Context: an optimization exercise on an open-source flow, tuned for small area, a short achievable clock period and few clock cycles per item. The choices shown serve that exercise and are no tape-out recipe.
Function was checked by simulation only, so behaviour that the tests miss may differ from the original.
Power figures rest on the tool's default switching activity, not on a simulated workload.

--- design/flow/config.mk ---
export PLATFORM = sky130hd
export DESIGN_NAME = cle_top
export DESIGN_NICKNAME = cle_top
export VERILOG_FILES = /design/flow/design.v
export SDC_FILE = /design/flow/constraint.sdc
export NUM_CORES = 4
export LEC_CHECK = 0
export CAP_MARGIN = 20
export CORE_MARGIN = 2
export CORE_UTILIZATION = 45
export SETUP_SLACK_MARGIN = 5
export SLEW_MARGIN = 20
export TNS_END_PERCENT = 20
--- design/flow/design.v ---
package cle_pkg;
    typedef struct packed {
        logic [5-1:0] row;
        logic [5-1:0] col;
    } pix_rc_t;
    typedef struct packed {
        logic [7-1:0] byte_addr;
        logic [3-1:0]  bit_pos;
    } pix_bb_t;
    typedef union packed {
        pix_rc_t rc;
        pix_bb_t bb;
    } pix_idx_u;
    typedef logic [8-1:0] label_t;
    typedef enum logic [2:0] {
        LEFT_UP, UP, RIGHT_UP, LEFT, RIGHT, LEFT_DOWN, DOWN, RIGHT_DOWN
    } dir_t;
endpackage
`timescale 1ns/100ps
module cle_top (
    input  logic       clk,
    input  logic       reset,
    input  logic [7:0] rom_q,
    output logic [6:0] rom_a,
    output logic [9:0] sram_a,
    output logic [7:0] sram_d,
    output logic       sram_wen,
    output logic       finish
);
    localparam int CW = 5;
    localparam int C  = 1 << CW;
    localparam logic [2:0] PH_CLR  = 3'd0,
                           PH_P1   = 3'd1,
                           PH_RST  = 3'd2,
                           PH_PRE  = 3'd3,
                           PH_P2   = 3'd4,
                           PH_SAVE = 3'd5,
                           PH_FIN  = 3'd6;
    localparam logic [1:0] RS_INIT = 2'd0,
                           RS_R2   = 2'd1,
                           RS_IDLE = 2'd2;
    logic [2:0]  ph, ph_n;
    logic        p1, p2, walk;
    logic        clrp, rstp, savp, prep;    
    logic [7:0]  fa, flim;
    logic        iv1, iv2;
    logic [7:0]  fq [0:3];
    logic [7:0]  fq_kp [0:3];
    logic [7:0]  fq_sh [0:3];
    logic [2:0]  fcnt;
    logic [2:0]  occ;
    logic        flush, issue, push, pop;
    logic [7:0]  bc, blim;
    logic [7:0]  done8;
    logic [2:0]  jcnt;
    logic [31:0] prevB, curB;
    logic        hv;
    logic [7:0]  hbc;
    logic [1:0]  kk;
    logic        skipb, rm, fresh, bm;
    logic        run0, emit, last_in_byte;
    logic [7:0]  rem, jlow, jsel;
    logic [31:0] ohn;
    logic        prevbit;
    logic        n_l, n_u, n_ul, n_ur, n_fg;
    logic [2:0]  jenc;
    logic        wdone;
    logic [31:0] wnext;
    logic [31:0] rstart, rend;
    logic        walk_fin, wbub;
    logic        pv;
    logic [31:0] poh;
    logic [4:0]  pc, pr;
    logic        pfg, pU, pL, pUL, pUR;
    logic        qv;
    logic [31:0] qoh;
    logic [4:0]  qc, qr;
    logic        qfg, qU, qL, qUL, qUR;
    logic [7:0]  qX, qD;
    logic [31:0][7:0] up;
    logic [31:0] poX;
    logic [9:0]  pbw;
    logic        skip_r;
    logic [7:0]  rdX, rdD, crX, crD;
    logic        hitX, hitD;
    logic [7:0]  opA;
    logic [31:0] mA, relabel;
    logic [6:0]  cnt1;
    logic [6:0]  xid, xid_n;
    logic        xfree, xok, xstep, need_x, xchk;
    logic [3:0]  xpart;
    logic        ovf;
    logic [4:0]  rovf, rseg;
    logic [5:0]  endr;
    logic [4:0]  fri, nfr;
    logic [8:0]  tab [0:C-1];
    logic [CW-1:0] ridx, rk, rk1;
    logic        tfwd;
    logic [8:0]  tdata;
    logic [7:0]  tq;
    logic [1:0]  rs;
    logic [8:0]  e_q;
    logic [7:0]  pv_lab;
    logic        pv_root, pv_ok;
    logic [7:0]  cnt;
    logic        useA, useD, isStart;
    logic        mrgPos, mph, mrg1, dlt, lok_r;
    logic [7:0]  l_r, w_r;
    logic [7:0]  w, l;
    logic        untracked, p1start, hold_p1, alloc_t, alloc_x;
    logic [7:0]  lab1;
    logic        p2fg, p2start, hold_p2, consume;
    logic [7:0]  startLab, lab2;
    logic        hold, adv, padv;
    logic        wen_u;
    logic [7:0]  wdat;
    logic        twe, tw_v, tw_sv;
    logic [CW-1:0] twi, tw_i;
    logic [8:0]  twd, tw_d;
    logic        p1_done, p2_done, pre_done;
    logic        bw_act, bw_req, bw_wr, bw_adv;
    logic [7:0]  bw_byte, bw_fa;
    logic [7:0]  bw_r, bw_low, bw_nb, bw_nbc;
    logic [2:0]  bw_j;
    logic        bw_v, bw_nv, bt1, bt2;
    assign hv = (fcnt != 3'd0);
    always_comb begin
        for (int j = 0; j < 8; j++) hbc[j] = fq[0][7-j];
    end
    assign kk = bc[1:0];
    assign skipb = skip_r;
    assign rm    = p1 || (fresh ? skipb : bm);
    assign rem   = hbc & ~done8;
    assign jlow  = rem & (~rem + 8'd1);
    assign jsel  = rm ? jlow : (8'd1 << jcnt);
    assign run0 = (p1 || p2) && hv && (bc < blim) && padv;
    assign emit = run0 && (rm ? (rem != 8'd0) : 1'b1);
    assign last_in_byte = rm ? ((rem & ~jlow) == 8'd0) : (jcnt == 3'd7);
    assign pop  = (run0 && last_in_byte) || (prep && hv && (bc < blim));
    assign ohn = {24'd0, jsel} << {kk, 3'd0};
    always_comb begin
        case (kk)
            2'd1:    prevbit = curB[7];
            2'd2:    prevbit = curB[15];
            2'd3:    prevbit = curB[23];
            default: prevbit = 1'b0;
        endcase
        n_l  = (|(jsel[7:1] & hbc[6:0])) || (jsel[0] && prevbit);
        case (kk)
            2'd0:    pbw = {prevB[8],  prevB[7:0],   1'b0};
            2'd1:    pbw = {prevB[16], prevB[15:8],  prevB[7]};
            2'd2:    pbw = {prevB[24], prevB[23:16], prevB[15]};
            default: pbw = {1'b0,      prevB[31:24], prevB[23]};
        endcase
        n_u  = |(jsel & pbw[8:1]);
        n_ul = |(jsel & pbw[7:0]);
        n_ur = |(jsel & pbw[9:2]);
        n_fg = |(hbc & jsel);
        jenc = 3'd0;
        for (int j = 0; j < 8; j++) if (jsel[j]) jenc = 3'(j);
    end
    assign rstart   = prevB & ~{prevB[30:0], 1'b0};
    assign rend     = prevB & ~{1'b0, prevB[31:1]};
    logic [31:0] q;
    always_comb begin
        q = curB;
        q = q | {q[30:0], 1'b0};
        q = q | {q[29:0], 2'b0};
        q = q | {q[27:0], 4'b0};
        q = q | {q[23:0], 8'b0};
        q = q | {q[15:0], 16'b0};
        wnext = curB & ~{q[30:0], 1'b0};
    end
    assign walk_fin = walk && wdone && !pv && !qv;
    assign wbub     = rstp && pv && |(rend & poh);
    always_comb begin
        rdX = '0;
        rdD = '0;
        for (int x = 0; x < 32; x++) begin
            rdX = rdX | (up[x] & {8{poX[x]}});
            if (x < 31) rdD = rdD | (up[x+1] & {8{poh[x]}});
        end
    end
    assign hitX = wen_u && |(poX & qoh);
    assign hitD = wen_u && |(poh[30:0] & qoh[31:1]);
    assign crX = hitX ? wdat : rdX;
    assign crD = hitD ? wdat : rdD;
    assign useA    = !qU && (qL || qUL);
    assign useD    = !qU && !(qL || qUL) && qUR;
    assign isStart = !(qU || qL || qUL || qUR);
    assign mrg1   = mrgPos && !mph;
    assign dlt    = (qD < qX);
    assign w      = dlt ? qD : qX;
    assign l      = dlt ? qX : qD;
    assign untracked = cnt1[CW];
    assign p1start   = p1 && qv && isStart;
    assign need_x    = p1start && untracked;
    assign hold_p1   = need_x && !(xok && xfree);
    assign alloc_t   = p1start && !untracked;
    assign alloc_x   = need_x && xok && xfree;
    assign xstep     = alloc_x || (xok && !xfree);
    assign xid_n     = xstep ? (xid + 7'd1) : xid;
    always_comb begin
        if (qU)             lab1 = qX;
        else if (useA)      lab1 = mrgPos ? w_r : qX;
        else if (useD)      lab1 = qD;
        else if (untracked) lab1 = {1'b1, xid};
        else                lab1 = {3'b000, 5'(cnt1)};
    end
    assign p2fg     = p2 && qv && qfg;
    assign p2start  = p2fg && isStart;
    assign hold_p2  = p2start && !pv_ok;
    assign consume  = p2start && pv_ok;
    assign startLab = pv_root ? (cnt + 8'd1) : pv_lab;
    always_comb begin
        if (qU || useA) lab2 = qX;
        else if (useD)  lab2 = qD;
        else           lab2 = startLab;
    end
    assign hold = hold_p1 || hold_p2;
    assign adv  = !hold && !mrg1;
    assign padv = adv && !mrgPos;
    always_comb begin
        for (int x = 0; x < 32; x++) begin
            mA[x] = (up[x] == opA);
            relabel[x] = mph && mA[x];
        end
    end
    assign wen_u = (p1 && qv && adv) || (p2fg && adv) || (walk && qv);
    always_comb begin
        if (p1)                 wdat = lab1;
        else if (p2)            wdat = lab2;
        else if (savp)          wdat = {3'b000, fri};
        else                    wdat = tq;
    end
    always_ff @(posedge clk) begin
        for (int x = 0; x < 32; x++) begin
            if (clrp || (wen_u && qoh[x]) || relabel[x])
                up[x] <= clrp ? 8'd0 : wdat;
        end
    end
    assign tw_sv = savp && qv && qL;
    always_comb begin
        twe = 1'b1;
        if (alloc_t) begin
            twi = CW'(cnt1);
            twd = {1'b0, 8'(cnt1)};
        end else if (consume) begin
            twi = rk;
            twd = {1'b1, lab2};
        end else if (tw_sv) begin
            twi = CW'(fri);
            twd = {1'b1, qX};
        end else begin
            twi = l_r[CW-1:0];
            twd = {1'b0, w_r};
            twe = mph && lok_r;
        end
    end
    always_ff @(posedge clk) begin
        xpart <= {|mA[31:24], |mA[23:16], |mA[15:8], |mA[7:0]};
    end
    always_ff @(posedge clk) begin
        tw_i <= twi;
        tw_d <= twd;
        if (tw_v) tab[tw_i] <= tw_d;
    end
    always_comb begin
        if (rstp) begin
            ridx = CW'(fri);
            tfwd = (tw_i == CW'(fri));
        end else if (rs == RS_R2) begin
            ridx = e_q[CW-1:0];
            tfwd = (tw_i == e_q[CW-1:0]);
        end else if (rs == RS_INIT) begin
            ridx = rk;
            tfwd = (tw_i == rk);
        end else begin
            ridx = rk1;
            tfwd = (tw_i == rk1);
        end
    end
    assign tdata = (tw_v && tfwd) ? tw_d : tab[ridx];
    always_ff @(posedge clk) tq <= tdata[7:0];
    always_ff @(posedge clk) begin
        if (walk) begin
            if (qv && qUR) fri <= fri + 5'd1;
        end else begin
            fri <= '0;
        end
    end
    assign p1_done  = p1 && (bc == blim) && !pv && !qv;
    assign p2_done  = p2 && (bc == blim) && !pv && !qv;
    assign pre_done = prep && (bc == blim);
    assign flush = clrp || p1_done || p2_done || walk_fin || pre_done;
    assign push  = iv2;
    assign occ   = fcnt + {2'b0, iv1} + {2'b0, iv2};
    assign issue = !flush && !bw_req && (p1 || p2 || prep) && (fa < flim) &&
                   (occ < 3'd4);
    always_comb begin
        for (int i = 0; i < 4; i++) begin
            fq_kp[i] = (push && fcnt == 3'(i)) ? rom_q : fq[i];
            if (i < 3) fq_sh[i] = (push && fcnt == 3'(i + 1)) ? rom_q : fq[(i + 1) % 4];
            else       fq_sh[i] = fq[i];
        end
    end
    always_ff @(posedge clk or posedge reset) begin
        if (reset) begin
            rom_a <= '0;
            bt1   <= 1'b0;
            bt2   <= 1'b0;
            iv1   <= 1'b0;
            iv2   <= 1'b0;
            fcnt  <= '0;
        end else begin
            iv1 <= issue;
            iv2 <= iv1 && !flush;
            bt1 <= bw_req;
            bt2 <= bt1;
            if (bw_req)     rom_a <= bw_fa[6:0];
            else if (issue) rom_a <= fa[6:0];
            if (flush) fcnt <= '0;
            else       fcnt <= fcnt + {2'b0, push} - {2'b0, pop};
        end
    end
    always_ff @(posedge clk) begin
        for (int i = 0; i < 4; i++) fq[i] <= pop ? fq_sh[i] : fq_kp[i];
    end
    always_ff @(posedge clk) begin
        if (issue) fa <= fa + 8'd1;
        if (pop) begin
            curB[{kk, 3'd0} +: 8] <= hbc;
            if (kk == 2'd3) prevB <= {hbc, curB[23:0]};
            bc    <= bc + 8'd1;
            done8 <= '0;
            jcnt  <= '0;
        end else if (emit) begin
            done8 <= done8 | jsel;
            jcnt  <= jcnt + 3'd1;
        end
        if (emit) bm <= rm;
        if (pop)       fresh <= 1'b1;
        else if (emit) fresh <= 1'b0;
        skip_r <= ((bc + 8'd1) < bw_byte);
        if (walk) begin
            if (!wdone && !wbub) begin
                poh <= wnext;
                poX <= wnext;
                curB <= curB & ~wnext;
                pU  <= 1'b1;
            end
        end else if (padv) begin
            poh <= ohn;
            poX <= (ohn & prevB) | {1'b0, ohn[31:1] & ~prevB[31:1]};
            pc  <= {kk, jenc};
            pr  <= bc[6:2];
            pfg <= n_fg;
            pU  <= n_u;
            pL  <= n_l;
            pUL <= n_ul;
            pUR <= n_ur;
        end
        if (padv && pv) begin
            qoh <= poh;
            qc  <= pc;
            qr  <= pr;
            qfg <= pfg;
            qU  <= pU;
            qL  <= walk ? |(rstart & poh) : pL;
            qUL <= pUL;
            qUR <= walk ? |(rend & poh) : pUR;
            qX  <= crX;
            qD  <= crD;
        end
        case (ph)
            PH_CLR: begin
                bc    <= 8'd0;
                fa    <= 8'd0;
                flim  <= 8'd128;
                blim  <= 8'd128;
                prevB <= '0;
                done8 <= '0;
                fresh <= 1'b1;
                cnt1  <= '0;
                ovf   <= 1'b0;
                rseg  <= '0;
                nfr   <= '0;
            end
            PH_P1: begin
                if (p1_done) begin
                    endr <= ovf ? {1'b0, rovf} : 6'd32;
                    if (rseg == 5'd0) begin
                        bc    <= 8'd0;
                        fa    <= 8'd0;
                        flim  <= 8'd128;
                        blim  <= ovf ? {1'b0, rovf, 2'b00} : 8'd128;
                        prevB <= '0;
                        done8 <= '0;
                fresh <= 1'b1;
                        jcnt  <= '0;
                        rk    <= '0;
                        rk1   <= CW'(1);
                    end else begin
                        bc   <= {1'b0, rseg - 5'd1, 2'b00};
                        fa   <= {1'b0, rseg - 5'd1, 2'b00};
                        flim <= {1'b0, rseg, 2'b00};
                        blim <= {1'b0, rseg, 2'b00};
                    end
                end else if (p1start && untracked && !ovf) begin
                    ovf  <= 1'b1;
                    rovf <= qr;
                end
                if (alloc_t) cnt1 <= cnt1 + 7'd1;
            end
            PH_PRE: begin
                if (pre_done) begin
                    curB  <= prevB;
                    poh   <= '0;
                    wdone <= 1'b0;
                end
            end
            PH_RST: begin
                if (pv && (poh == 32'd0)) wdone <= 1'b1;
                if (walk_fin) begin
                    fa    <= {1'b0, rseg, 2'b00};
                    flim  <= 8'd128;
                    blim  <= {endr, 2'b00};
                    done8 <= '0;
                fresh <= 1'b1;
                    jcnt  <= '0;
                    rk    <= CW'(nfr);
                    rk1   <= CW'(nfr + 5'd1);
                end
            end
            PH_P2: begin
                if (p2_done) begin
                    curB  <= prevB;
                    poh   <= '0;
                    wdone <= 1'b0;
                end
                if (consume) begin
                    rk  <= rk1;
                    rk1 <= rk1 + 1'b1;
                end
            end
            PH_SAVE: begin
                if (pv && (poh == 32'd0)) wdone <= 1'b1;
                if (walk_fin) begin
                    rseg  <= endr[4:0];
                    bc    <= {endr, 2'b00};
                    fa    <= {endr, 2'b00};
                    flim  <= 8'd128;
                    blim  <= 8'd128;
                    done8 <= '0;
                fresh <= 1'b1;
                    cnt1  <= 7'(fri);
                    nfr   <= fri;
                    ovf   <= 1'b0;
                end
            end
            default: ;
        endcase
    end
    always_ff @(posedge clk) begin
        if (p2) begin
            case (rs)
                RS_INIT: e_q <= tdata;
                RS_R2: begin
                    pv_lab  <= e_q[8] ? e_q[7:0] : tdata[7:0];
                    pv_root <= !e_q[8] && (e_q[CW-1:0] == rk);
                end
                default: if (consume) e_q <= tdata;
            endcase
        end
    end
    always_ff @(posedge clk or posedge reset) begin
        if (reset) begin
            ph       <= PH_CLR;
            pv       <= 1'b0;
            qv       <= 1'b0;
            rs       <= RS_INIT;
            pv_ok    <= 1'b0;
            cnt      <= '0;
            xid      <= '0;
            xfree    <= 1'b0;
            xok      <= 1'b0;
            xchk     <= 1'b0;
            tw_v     <= 1'b0;
            p1       <= 1'b0;
            p2       <= 1'b0;
            walk     <= 1'b0;
            clrp     <= 1'b1;
            rstp     <= 1'b0;
            savp     <= 1'b0;
            prep     <= 1'b0;
            mrgPos   <= 1'b0;
            mph      <= 1'b0;
            finish   <= 1'b0;
            sram_wen <= 1'b1;
        end else begin
            if (walk) begin
                if (!wdone && !wbub) pv <= 1'b1;
                else                 pv <= 1'b0;
            end else if (pre_done || p2_done) begin
                pv <= 1'b0;
            end else if (padv) begin
                pv <= emit;
            end
            if (adv) qv <= padv && pv;
            xchk  <= (ph != PH_CLR) && !mph && !xstep;
            if (ph == PH_CLR) begin
                xok <= 1'b0;
            end else if (xstep) begin
                xok <= 1'b0;
            end else if (xchk) begin
                xok   <= 1'b1;
                xfree <= (xpart == 4'd0);
            end
            xid <= xid_n;
            tw_v <= twe;
            if (adv) mrgPos <= padv && p1 && pv && !pU && (pL || pUL) && pUR;
            mph <= mrg1;
            if (p2) begin
                case (rs)
                    RS_INIT: rs <= RS_R2;
                    RS_R2: begin
                        rs    <= RS_IDLE;
                        pv_ok <= 1'b1;
                    end
                    default: if (consume) begin
                        rs    <= RS_R2;
                        pv_ok <= 1'b0;
                    end
                endcase
            end else begin
                rs    <= RS_INIT;
                pv_ok <= 1'b0;
            end
            if (consume && pv_root) cnt <= cnt + 8'd1;
            sram_wen <= !((p2 && qv && adv) || bw_wr);
            ph   <= ph_n;
            p1   <= (ph_n == PH_P1);
            p2   <= (ph_n == PH_P2);
            walk <= (ph_n == PH_RST) || (ph_n == PH_SAVE);
            clrp <= (ph_n == PH_CLR);
            rstp <= (ph_n == PH_RST);
            savp <= (ph_n == PH_SAVE);
            prep <= (ph_n == PH_PRE);
            if (ph_n == PH_FIN) finish <= 1'b1;
        end
    end
    always_comb begin
        ph_n = ph;
        case (ph)
            PH_CLR:  ph_n = PH_P1;
            PH_P1:   if (p1_done) ph_n = (rseg == 5'd0) ? PH_P2 : PH_PRE;
            PH_PRE:  if (pre_done) ph_n = PH_RST;
            PH_RST:  if (walk_fin) ph_n = PH_P2;
            PH_P2:   if (p2_done) ph_n = (endr == 6'd32) ? PH_FIN : PH_SAVE;
            PH_SAVE: if (walk_fin) ph_n = PH_P1;
            default: ph_n = PH_FIN;
        endcase
    end
    always_ff @(posedge clk) begin
        if (mrg1) begin
            opA   <= l;
            l_r   <= l;
            w_r   <= w;
            lok_r <= !l[7] && (l[4:0] >= nfr);
        end else begin
            opA <= {1'b1, xid_n};
        end
    end
    always_ff @(posedge clk) begin
        if (p2 && qv && adv) begin
            sram_a <= {qr, qc};
            sram_d <= qfg ? lab2 : 8'd0;
        end else if (bw_wr) begin
            sram_a <= {bw_byte[6:0], bw_j};
            sram_d <= 8'd0;
        end
    end
    assign bw_act = p1 || walk || prep ||
                    (p2 && !(qv && adv) && !p2_done);
    assign bw_req = bw_act && !bt1 && !bt2 && !bw_nv && !bw_fa[7];
    assign bw_low = bw_r & (~bw_r + 8'd1);
    assign bw_wr  = bw_act && bw_v && (bw_r != 8'd0);
    assign bw_adv = bw_act && bw_v && ((bw_r & ~bw_low) == 8'd0);
    always_comb begin
        for (int j = 0; j < 8; j++) bw_nbc[j] = !bw_nb[7-j];
        bw_j = 3'd0;
        for (int j = 0; j < 8; j++) if (bw_low[j]) bw_j = 3'(j);
    end
    always_ff @(posedge clk) begin
        if (ph == PH_CLR) begin
            bw_byte <= '0;
            bw_fa   <= '0;
            bw_v    <= 1'b0;
            bw_nv   <= 1'b0;
        end else if (p2_done && (endr != 6'd32) && (bw_byte < {endr, 2'b00})) begin
            bw_byte <= {endr, 2'b00};
            bw_fa   <= {endr, 2'b00};
            bw_v    <= 1'b0;
            bw_nv   <= 1'b0;
        end else begin
            if (bw_req) bw_fa <= bw_fa + 8'd1;
            if (bw_adv) begin
                bw_byte <= bw_byte + 8'd1;
                bw_v    <= bw_nv;
                bw_r    <= bw_nbc;
                bw_nv   <= 1'b0;
            end else if (bw_act && !bw_v && bw_nv) begin
                bw_v  <= 1'b1;
                bw_r  <= bw_nbc;
                bw_nv <= 1'b0;
            end else if (bw_wr) begin
                bw_r <= bw_r & ~bw_low;
            end
            if (bt2) begin
                bw_nb <= rom_q;
                bw_nv <= 1'b1;
            end
        end
    end
endmodule
--- design/flow/run.sh ---
#!/bin/bash
# synth_recipe.tcl (not shown) runs the flow's synth.tcl, then flattens the netlist and writes it again
# the make line also repeats each setting of config.mk as NAME=value (left out here)
make -C /OpenROAD-flow-scripts/flow DESIGN_CONFIG=/design/flow/config.mk WORK_HOME=/design/flow/orfs CLKGATE_MAP_FILE= SYNTH_SCRIPT=/design/flow/synth_recipe.tcl finish
--- design/flow/constraint.sdc ---
create_clock -name core_clock -period 8.0 [get_ports {clk}]
set_input_delay 1.6000 -clock core_clock [delete_from_list [all_inputs] [get_ports {clk}]]
set_output_delay 1.6000 -clock core_clock [all_outputs]
set_load 0.01 [all_outputs]
==> run notes <==
## Status
• result of the run: timing/DRC/antenna clean

## Global route
• number of global-route vias before repair: 41300
• global-route total usage across every layer: 35.9%
• GR Overflow Total: 0
• number of antenna violations at the first check in global routing: 8
• wire length of the first global-routing pass: 313 mm
• maximum number of pins on one net before global-route repair: 91

## Routing
• count of TritonRoute iterations in the first routing pass: 10
• via density per instance: 6.90
• number of routed nets with antenna violations: 0
• Routed Wire Length: 225 mm
• DRC errors left: 0
• count of routing violations after the opening detailed-route iteration: 6408
• per-cell routed wire length: 34.8 um
• vias after detailed routing: 44600

## STA
• Hold Slack: 383 ps
• final setup skew: 34.5 ps
• fmax: 0.302 GHz
• min cycle time layout: 3310 ps
• Setup TNS Final: 0 ps
• Hold Vio Cnt, Final: 0
• slew at the pin closest to its max-slew limit: 1210 ps
• pins over their slew limit: 0
• final critical-path setup slack: 4690 ps
• setup repair after global routing missed its margin: yes
• number of setup violations in the final report: 0
• slew margin rel.: 18.8%
• final critical-path share of the clock period: 41.4%

## CTS
• Clock Latency Late Sink: 740 ps
• Sink Count: 1039
• CTS tree: built
• buffer type at the clock tree root: sky130_fd_sc_hd__clkbuf_16
• clock input transition at the sequential cells of the worst setup and hold paths: 60 ps
• CTS H-tree lvls: 3
• cts bufs inserted: 112
• number of buffers on the longest clock path: 3

## Synthesis
• net count of the mapped netlist: 4832
• portion of netlist area occupied by mux cells: 6.65%
• share of synthesized cell area in full adder, half adder and majority cells: 1.46%
• share of the synthesized netlist area taken by xor and xnor gates: 5.45%
• most used flip-flop cell after synthesis: sky130_fd_sc_hd__edfxtp_1
• sequential element share of the synthesized area: 54.4%
• Synth cell types: 94
• number of synthesized flops with an enable pin: 789
• fraction of the mapped netlist area in compound gates: 17.1%
• cell area after synthesis: 53200 um^2
• combinational family with the most area after synthesis: compound AO/OA/AOI/OAI gates
• synthesized area divided by synthesized cell count: 11.2 um^2
• async set or reset register ratio after synthesis: 5.00%
• total of flip-flops plus latches after synthesis: 1039
• Warnings, synthesis: 4
• synthesized netlist cell count: 4762
• area share of and/or/nand/nor cells after synthesis: 11.6%

## Final layout
• ratio of cells with drive above 1 in the final layout: 15.1%
• number of nets in the layout: 4891
• area added between synthesis and finish: 16.3%
• final instance count without filler cells: 6455
• top library cells by usage in the layout, fill and taps aside: sky130_fd_sc_hd__edfxtp_1 (789), sky130_fd_sc_hd__nand2_1 (343), sky130_fd_sc_hd__xnor2_1 (299)
• fin util: 52.6%
• most common cell after layout, fill and taps aside: sky130_fd_sc_hd__edfxtp_1

## Floorplan
• core outline area: 118000 um^2
• Die Ht: 348 um
• total I/O pin count: 37
• area of the die: 121000 um^2
• FP Rows: 126
• width of the die: 348 um
• initial core utilization: 45.2%

## Setup path
• Crit Path Max Fanout: 9
• crit path DAT: 3800 ps
• delay-heaviest family, CP: compound AO/OA/AOI/OAI gates
• cells along the critical path: a22o_1 -> a221oi_1 -> nand3_1 -> or4_1 -> mux2_2
• capturing element type of the critical path: register
• type of element launching the critical path: register
• data required time of the worst path: 8480 ps
• Worst path slowest cell: sky130_fd_sc_hd__or4_1
• stage delay of the slowest cell on the critical path: 750 ps
• number of buffers and inverters on the critical path: 0
• WS Path Type: register to register

## Job
• max cap viols: 0

## Power and ir drop
• PwrDens: 349 nW/um^2
• VDD IR-drop max: 0.249 mV
• Leak: 21.6 nW

## Placed design
• Port-buffer cells: 36
• Inst Count DP: 6096
• routability congestion estimate from global placement: 1.10
• Detailed Place HPWL: 148 mm
• Post-Place Worst Slack: 3350 ps

## Hold path
• worst hold path type: register to register

[through the flow]
| stage | total power, mW | instance area, um^2 |
|---|---|---|
| after floorplan | 12.0 | 53200 |
| after global placement | 15.1 | 55100 |
| after detailed placement | 15.2 | 55100 |
| after CTS | 21.0 | 61100 |
| after global routing | 22.1 | 61800 |
| final | 21.6 | 61800 |
[final timing paths]
path                         from  endpoint  cells after the start  slack [ps]
min                           bt1       bt2                      0         380
max                        poX[7]     qX[4]                      5        4690
min in group asynchronous   reset       bt2                      3        1420
max in group asynchronous   reset     rs[1]                      3        5910
max reg2reg                poX[7]     qX[4]                      5        4690
min reg2reg                   bt1       bt2                      0         380
[metal layers]
layer / vias to the layer above / global-route usage [%] / part of all wire (%)
li1: 18500 / - / -
met1: 22200 / 47.7 / 39
met2: 3083 / 54.7 / 44
met3: 785 / 7.91 / 11
met4: 10 / 19.7 / 6.8
met5: - / 0.240 / 0.049
[cell usage after synthesis, types with 61 or more instances]
| library cell | count | area share [%] |
|---|---|---|
| sky130_fd_sc_hd__a21oi_1 | 228 | 2.1 |
| sky130_fd_sc_hd__a221oi_1 | 111 | 1.8 |
| sky130_fd_sc_hd__nor2_1 | 311 | 2.2 |
| sky130_fd_sc_hd__edfxtp_1 | 789 | 45 |
| sky130_fd_sc_hd__clkbuf_1 | 242 | 1.7 |
| sky130_fd_sc_hd__o22ai_1 | 131 | 1.5 |
| sky130_fd_sc_hd__inv_1 | 88 | 0.62 |
| sky130_fd_sc_hd__nand2_1 | 353 | 2.5 |
| sky130_fd_sc_hd__a22oi_1 | 172 | 2.4 |
| sky130_fd_sc_hd__mux2_2 | 61 | 1.3 |
| sky130_fd_sc_hd__dfxtp_1 | 198 | 7.5 |
| sky130_fd_sc_hd__o21ai_0 | 198 | 1.9 |
| sky130_fd_sc_hd__nand4_1 | 124 | 1.5 |
| sky130_fd_sc_hd__a22o_1 | 83 | 1.4 |
| sky130_fd_sc_hd__nand3_1 | 124 | 1.2 |
| sky130_fd_sc_hd__buf_2 | 62 | 0.58 |
| sky130_fd_sc_hd__xnor2_1 | 299 | 4.9 |
| sky130_fd_sc_hd__mux2i_1 | 260 | 4.9 |
[area by class of cell]
cell class                 instances  area (um^2)
tap                             1536         1920
clock inverter                    69          724
sequential                      1039        29000
inverter                          93          379
antenna                            4         10.0
fill                           10100        55800
multi-input combinational       3283        23800
timing repair buffer             292         2990
clock buffer                     139         3050
[kinds of logic (layout without fill, tap and decap cells)]
logic type,Yosys count,in the layout
other cells,1,5
xor+xnor,331,331
simple gates,1257,1262
compound gates,1290,1294
buf+inv,449,593
fa+ha+maj,62,62
mux,333,333
flops,1039,1039
[power by group]
part           switching (mW)  internal, mW
Clock                    2.30          3.06
Sequential               1.94          7.28
Combinational            4.36          2.63
Total                    8.60          13.0
[sequential cells by signal, indices dropped and copies added (netlist names), 10 cells and up]
register	count
tab	288
up	256
curB	32
fq	32
poX	32
poh	32
prevB	32
qoh	32
sram_a	10
[timing repair]
item,in CTS,in global routing
endpoints found under the setup margin,896,679
pin swaps,26,12
hold buffers,0,0
resized for setup,235,81
cloned,18,2
buffers inserted,86,40
Testbench counts, summed over its fixed seeds: cycles 25,854, items 24.

[static timing again, ports no longer ideal]
Ports are ideal in the flow. The routed layout listed here was re-timed in OpenROAD. Step 1 assumes that a clkbuf_16 drives the clock port and a buf_2 every other input. Step 2 moves the port delays by t, midway between the first and last clock arrival at a register: inputs arrive t later, outputs are due t later. That takes back most of the time a late clock gives input paths. a / b / c = ideal ports / drivers / drivers and shift; a / b = the first two.
t (ns): 0.797
setup slack, ns: 4.688 / 4.688 / 4.688
worst setup path after step 2: register to register
worst slew at a driven data input, ns: 0.03
After both steps this run still meets setup and hold. For this run, drivers alone change the setup slack by 0.000 ns; drivers and shift together by 0.000 ns.
